What follows belongs to an exercise in optimizing a design on an open flow for small area, a short achievable clock period and few clock cycles; a production flow would make more cautious choices.
In this exercise RTL edits were held to simulation tests only and were not proved equivalent to the original.

==> flow/design.v (excerpt) <==
module mul_div_unit (
  input  logic        clk,
  input  logic        rst,
  input  logic        start,
  input  logic [2:0]  funct3,
  input  logic [31:0] operand_a,
  input  logic [31:0] operand_b,
  input  logic [4:0]  rd_in,
  input  logic        flush,
  output logic        busy,
  output logic        done,
  output logic [31:0] result,
  output logic [4:0]  rd_out
);
  logic s_dn, s_ds, s_fx, s_ms, s_ma;     
  logic s_dn_n, s_ds_n, s_fx_n, s_ms_n, s_ma_n;
  logic done_q, done_n;
  logic fxn_q, fxn_n;         
  logic fx_act, fx_done;
  logic dn_act, dn_done;      
  logic [2:0]  op_q;
  logic [4:0]  rd_q;
  logic [32:0] r_q, r_n;      
  logic [31:0] q_q, q_n;      
  logic [32:0] x_q, x_n;      
  logic [1:0]  m_q, m_n;      
  logic [4:0]  cnt_q, cnt_n;
  logic        sa_q, sa_n;    
  logic        ds_q, ds_n;    
  logic        bz_q, bz_n;    
  logic        d1_q, d1_n;    
  logic        c0_q, c0_n;    
  logic        z0_q, t0_q, n0_q, z1_q, t1_q, n1_q, ci_q;
  logic        z0_n, t0_n, n0_n, z1_n, t1_n, n1_n, ci_n;
  logic idle, accept;
  assign fx_act  = s_fx & fxn_q;
  assign fx_done = s_fx & ~fxn_q;
  assign busy    = dn_act | s_ds | fx_act | s_ms | s_ma;
  assign done    = done_q | fx_done | dn_done;
  assign idle   = ~busy;
  assign accept = start & ~flush & idle;
  logic sgn_a_in, sgn_b_in;
  assign sgn_a_in = funct3[2] ? ~funct3[0] : ~(funct3[1] & funct3[0]);
  assign sgn_b_in = funct3[2] ? ~funct3[0] : ~funct3[1];
  logic [36:0] add_a, add_b, add_c, cs_s, cs_c, add_t;
  logic [35:0] cs_maj;
  always_comb begin
    add_a = {{4{r_q[32]}}, r_q};
    add_b = (z0_q ? 37'd0 : (t0_q ? {{3{x_q[32]}}, x_q, 1'b0} : {{4{x_q[32]}}, x_q}))
            ^ {37{n0_q}};
    add_c = {(z1_q ? 35'd0 : (t1_q ? {x_q[32], x_q, 1'b0} : {{2{x_q[32]}}, x_q})) ^ {35{n1_q}},
             n1_q, n1_q};
  ...
Size: about 2000 cells after synthesis, about 140 flip-flops, ~120 I/O pins.
Settings: LEC_CHECK=0, CAP_MARGIN=20, CORE_MARGIN=2, CORE_UTILIZATION=40, CTS_BUF_LIST=sky130_fd_sc_hd__clkbuf_4 sky130_fd_sc_hd__clkbuf_8, SLEW_MARGIN=20; clock period 10.0 ns.
standard.sh (not shown) runs the stock make flow with config.mk's settings and CLKGATE_MAP_FILE= SYNTH_SCRIPT=/design/flow/synth_recipe.tcl, a recipe that flattens the netlist after the stock synthesis.
==> flow/flow/run.sh <==
#!/bin/bash
set -euo pipefail
export BUFFER_PORTS_ARGS="-buffer_cell sky130_fd_sc_hd__buf_1"
export SETUP_SLACK_MARGIN=5.6
bash standard.sh > standard.log 2>&1
Testbench counts at the start, summed over its fixed seeds: cycles 56,089.
Next try:
==> flow/flow/run.sh (replaced) <==
#!/bin/bash
# Layout flow: the standard flow (standard.sh, all steps unchanged),
# except that the buffer ORFS puts on every input and output port is the
# plain sky130 buffer (buf_1) instead of the delay-cell buffer it picks by
# default.  Every port still gets its own buffer.
set -euo pipefail
export BUFFER_PORTS_ARGS="-buffer_cell sky130_fd_sc_hd__buf_1"
bash standard.sh > standard.log 2>&1
Settings changed: SETUP_SLACK_MARGIN from default to 5.
The new run finished clean.
Via count falls by 1.8%.
Flip-flop and latch count is unchanged.
Core utilization falls by 1.5 points.
Register-to-register slack gets worse by 460 ps.
Wire length falls by 0.88%.

== job 101 ==
The RTL this note starts from:
==> flow/design.v <==
package mdu_pkg;
  typedef enum logic [2:0] {
    OP_MUL    = 3'b000,
    OP_MULH   = 3'b001,
    OP_MULHSU = 3'b010,
    OP_MULHU  = 3'b011,
    OP_DIV    = 3'b100,
    OP_DIVU   = 3'b101,
    OP_REM    = 3'b110,
    OP_REMU   = 3'b111
  } funct3_e;
  typedef enum logic [2:0] {
    IDLE  = 3'd0,   
    DNORM = 3'd1,   
    DSTEP = 3'd2,   
    FIX1  = 3'd3,   
    FIX2  = 3'd4,   
    MSTEP = 3'd5,   
    MADD  = 3'd6    
  } state_e;
endpackage
module mdu_divider (
  input  logic [31:0] value,
  output logic [5:0]  lz
);
  always_comb begin
    lz = 6'd32;
    for (int i = 0; i < 32; i++) begin
      if (value[i]) lz = 6'(31 - i);
    end
  end
endmodule
module mul_div_unit (
  input  logic        clk,
  input  logic        rst,
  input  logic        start,
  input  logic [2:0]  funct3,
  input  logic [31:0] operand_a,
  input  logic [31:0] operand_b,
  input  logic [4:0]  rd_in,
  input  logic        flush,
  output logic        busy,
  output logic        done,
  output logic [31:0] result,
  output logic [4:0]  rd_out
);
  mdu_pkg::state_e state, state_n;
  logic            done_n;
  logic [2:0]  op_q;
  logic [4:0]  rd_q;
  logic [32:0] r_q, r_n;      
  logic [31:0] q_q, q_n;      
  logic [32:0] x_q, x_n;      
  logic        pb_q, pb_n;    
  logic [4:0]  cnt_q, cnt_n;
  logic        sa_q, sa_n;    
  logic        negq_q, negq_n;
  logic accept;
  assign busy   = (state != mdu_pkg::IDLE);
  assign accept = start & ~flush & ~busy;
  logic sgn_a_in, sgn_b_in;
  assign sgn_a_in = funct3[2] ? ~funct3[0] : ~(funct3[1] & funct3[0]);
  assign sgn_b_in = funct3[2] ? ~funct3[0] : ~funct3[1];
  logic [34:0] add_a, add_b, add_t;
  logic        add_neg;
  logic        b_zero, b_two;
  logic bq1, bq0;
  assign bq1 = q_q[1];
  assign bq0 = q_q[0];
  always_comb begin
    add_a   = {{2{r_q[32]}}, r_q};
    b_zero  = 1'b0;
    b_two   = 1'b0;
    add_neg = 1'b0;
    case (state)
      mdu_pkg::MSTEP: begin
        b_zero  = (bq1 == bq0) & (bq0 == pb_q);
        b_two   = (bq1 & ~bq0 & ~pb_q) | (~bq1 & bq0 & pb_q);
        add_neg = bq1 & ~(bq0 & pb_q);
      end
      mdu_pkg::DSTEP: add_neg = (sa_q == x_q[32]);
      mdu_pkg::FIX2:  add_neg = 1'b1;
      default: ;
    endcase
    add_b = b_zero ? 35'd0 : (b_two ? {x_q[32], x_q, 1'b0} : {{2{x_q[32]}}, x_q});
    add_t = add_a + (add_b ^ {35{add_neg}}) + {34'd0, add_neg};
  end
  logic [5:0] lza, lzb;
  logic       dn_sa, dn_sb, dn_bz;
  logic [6:0] dn_d;
  assign dn_sa = r_q[32];
  assign dn_sb = x_q[32];
  mdu_divider u_lza (.value(q_q ^ {32{dn_sa}}),        .lz(lza));
  mdu_divider u_lzb (.value(x_q[31:0] ^ {32{dn_sb}}), .lz(lzb));
  assign dn_bz = (x_q[31:0] == 32'd0);
  assign dn_d  = {1'b0, (lzb[5] ? 6'd31 : lzb)} - {1'b0, lza} + {6'd0, dn_sa};
  logic dstep_acc;
  assign dstep_acc = sa_q ? (add_t[34] | (add_t[33:0] == 34'd0)) : ~add_t[34];
  logic skip8;
  assign skip8 = (cnt_q[4] | (cnt_q[3:2] != 2'b00)) &
                 ((&{q_q[7:0], pb_q}) | ~(|{q_q[7:0], pb_q}));
  always_comb begin
    state_n = state;
    done_n  = 1'b0;
    r_n     = r_q;
    q_n     = q_q;
    x_n     = x_q;
    pb_n    = pb_q;
    cnt_n   = cnt_q;
    sa_n    = sa_q;
    negq_n  = negq_q;
    case (state)
      mdu_pkg::IDLE: begin
        if (accept) begin
          q_n   = operand_a;
          x_n   = {sgn_b_in & operand_b[31], operand_b};
          r_n   = funct3[2] ? {sgn_a_in & operand_a[31], operand_a} : 33'd0;
          pb_n  = 1'b0;
          cnt_n = 5'd16;
          state_n = funct3[2] ? mdu_pkg::DNORM : mdu_pkg::MSTEP;
        end
      end
      mdu_pkg::DNORM: begin
        sa_n   = dn_sa;
        negq_n = (op_q == mdu_pkg::OP_DIV) & (dn_sa ^ dn_sb);
        if (dn_bz) begin
          q_n     = 32'hFFFF_FFFF;
          negq_n  = 1'b0;
          state_n = mdu_pkg::IDLE;
          done_n  = 1'b1;
        end else if (dn_d[6]) begin
          q_n     = 32'd0;
          negq_n  = 1'b0;
          state_n = mdu_pkg::IDLE;
          done_n  = 1'b1;
        end else begin
          q_n     = 32'd0;
          x_n     = x_q << dn_d[4:0];
          cnt_n   = dn_d[4:0];
          state_n = mdu_pkg::DSTEP;
        end
      end
      mdu_pkg::DSTEP: begin
        if (dstep_acc) r_n = add_t[32:0];
        q_n   = {q_q[30:0], dstep_acc};
        x_n   = {x_q[32], x_q[32:1]};
        cnt_n = cnt_q - 5'd1;
        if (cnt_q == 5'd0) begin
          if (negq_q) begin
            state_n = mdu_pkg::FIX1;
          end else begin
            state_n = mdu_pkg::IDLE;
            done_n  = 1'b1;
          end
        end
      end
      mdu_pkg::FIX1: begin
        x_n     = {1'b0, q_q};
        r_n     = 33'd0;
        state_n = mdu_pkg::FIX2;
      end
      mdu_pkg::FIX2: begin
        r_n     = add_t[32:0];
        state_n = mdu_pkg::IDLE;
        done_n  = 1'b1;
      end
      mdu_pkg::MSTEP: begin
        if (skip8) begin
          r_n   = {{8{r_q[32]}}, r_q[32:8]};
          q_n   = {r_q[7:0], q_q[31:8]};
          pb_n  = q_q[7];
          cnt_n = cnt_q - 5'd4;
        end else begin
          r_n   = add_t[34:2];
          q_n   = {add_t[1:0], q_q[31:2]};
          pb_n  = q_q[1];
          cnt_n = cnt_q - 5'd1;
        end
        if (cnt_n == 5'd0) begin
          if ((op_q == mdu_pkg::OP_MULHU) & pb_n) begin
            state_n = mdu_pkg::MADD;
          end else begin
            state_n = mdu_pkg::IDLE;
            done_n  = 1'b1;
          end
        end
      end
      mdu_pkg::MADD: begin
        r_n     = add_t[32:0];
        state_n = mdu_pkg::IDLE;
        done_n  = 1'b1;
      end
      default: state_n = mdu_pkg::IDLE;
    endcase
  end
  always_ff @(posedge clk or posedge rst) begin
    if (rst) begin
      state <= mdu_pkg::IDLE;
      done  <= 1'b0;
    end else if (flush) begin
      state <= mdu_pkg::IDLE;
      done  <= 1'b0;
    end else begin
      state <= state_n;
      done  <= done_n;
    end
  end
  always_ff @(posedge clk) begin
    if (accept) begin
      op_q <= funct3;
      rd_q <= rd_in;
    end
    r_q    <= r_n;
    q_q    <= q_n;
    x_q    <= x_n;
    pb_q   <= pb_n;
    cnt_q  <= cnt_n;
    sa_q   <= sa_n;
    negq_q <= negq_n;
  end
  logic selr;
  assign selr   = op_q[2] ? (op_q[1] | negq_q) : (op_q[1] | op_q[0]);
  assign result = selr ? r_q[31:0] : q_q;
  assign rd_out = rd_q;
endmodule
Settings: LEC_CHECK=0, ABC_CLOCK_PERIOD_IN_PS=3000, CAP_MARGIN=20, CORE_MARGIN=2, CORE_UTILIZATION=40, SETUP_SLACK_MARGIN=5, SLEW_MARGIN=20; clock period 10.0 ns.
run.sh (not shown) runs the stock make flow with config.mk's settings and CLKGATE_MAP_FILE= SYNTH_SCRIPT=/design/flow/synth_recipe.tcl, a recipe that flattens the netlist after the stock synthesis.
Stock flow here: none of the scripts above is used.
Testbench counts of job 101, summed over its fixed seeds: cycles 79,914.
What job 102 does differently from job 101 at the input level:
- clearing ABC_CLOCK_PERIOD_IN_PS, which used to be 3000
Findings:
Changes observed in job 102 relative to job 101: total global-route track usage barely changed, insertion delay of the later-clocked pin in the worst-skew pair barely changed, design area barely changed.
Core footprint came out exactly the same in job 101 and job 102.
The share of the clock period used by the worst path on job 101 is in line with that on job 102.
Reported for job 101 and job 102, hold slack turned out identical to the last digit.

-- static timing again, ports no longer ideal --
The results above use ideal ports. As a check the final layouts listed here were re-extracted and re-timed, cells and wires unchanged. Step 1 sets driving cells, clkbuf_16 on the clock port and buf_2 on the other inputs (assumed; they add their load-dependent delay and slew). Step 2 moves the port delays by t, midway between the first and last clock arrival at a register: inputs arrive t later, outputs are due t later. That takes back most of the time a late clock gives input paths. Three values: ideal ports, drivers, drivers and shift; two values: the first two.
run	shift t [ns]	slack for setup (ns)	worst hold slack (ns)	latest minus earliest clock arrival (ns)	worst data-port slew with drivers (ns)
the first run of note 1	0.546	5.659 / 5.659 / 5.248	0.583 / 0.583 / 0.583	0.025 / 0.025	0.05
the second run of note 1	0.543	5.197 / 5.197 / 5.075	0.548 / 0.548 / 0.548	0.018 / 0.018	0.05
job 101	0.508	4.531 / 4.531 / 4.531	0.592 / 0.592 / 0.592	0.016 / 0.016	0.04
job 102	0.508	4.531 / 4.531 / 4.531	0.592 / 0.592 / 0.592	0.016 / 0.016	0.04
After both steps every run listed still meets setup and hold. For the first run of note 1, which loses most, drivers alone change the setup slack by 0.000 ns; drivers and shift together by -0.411 ns.
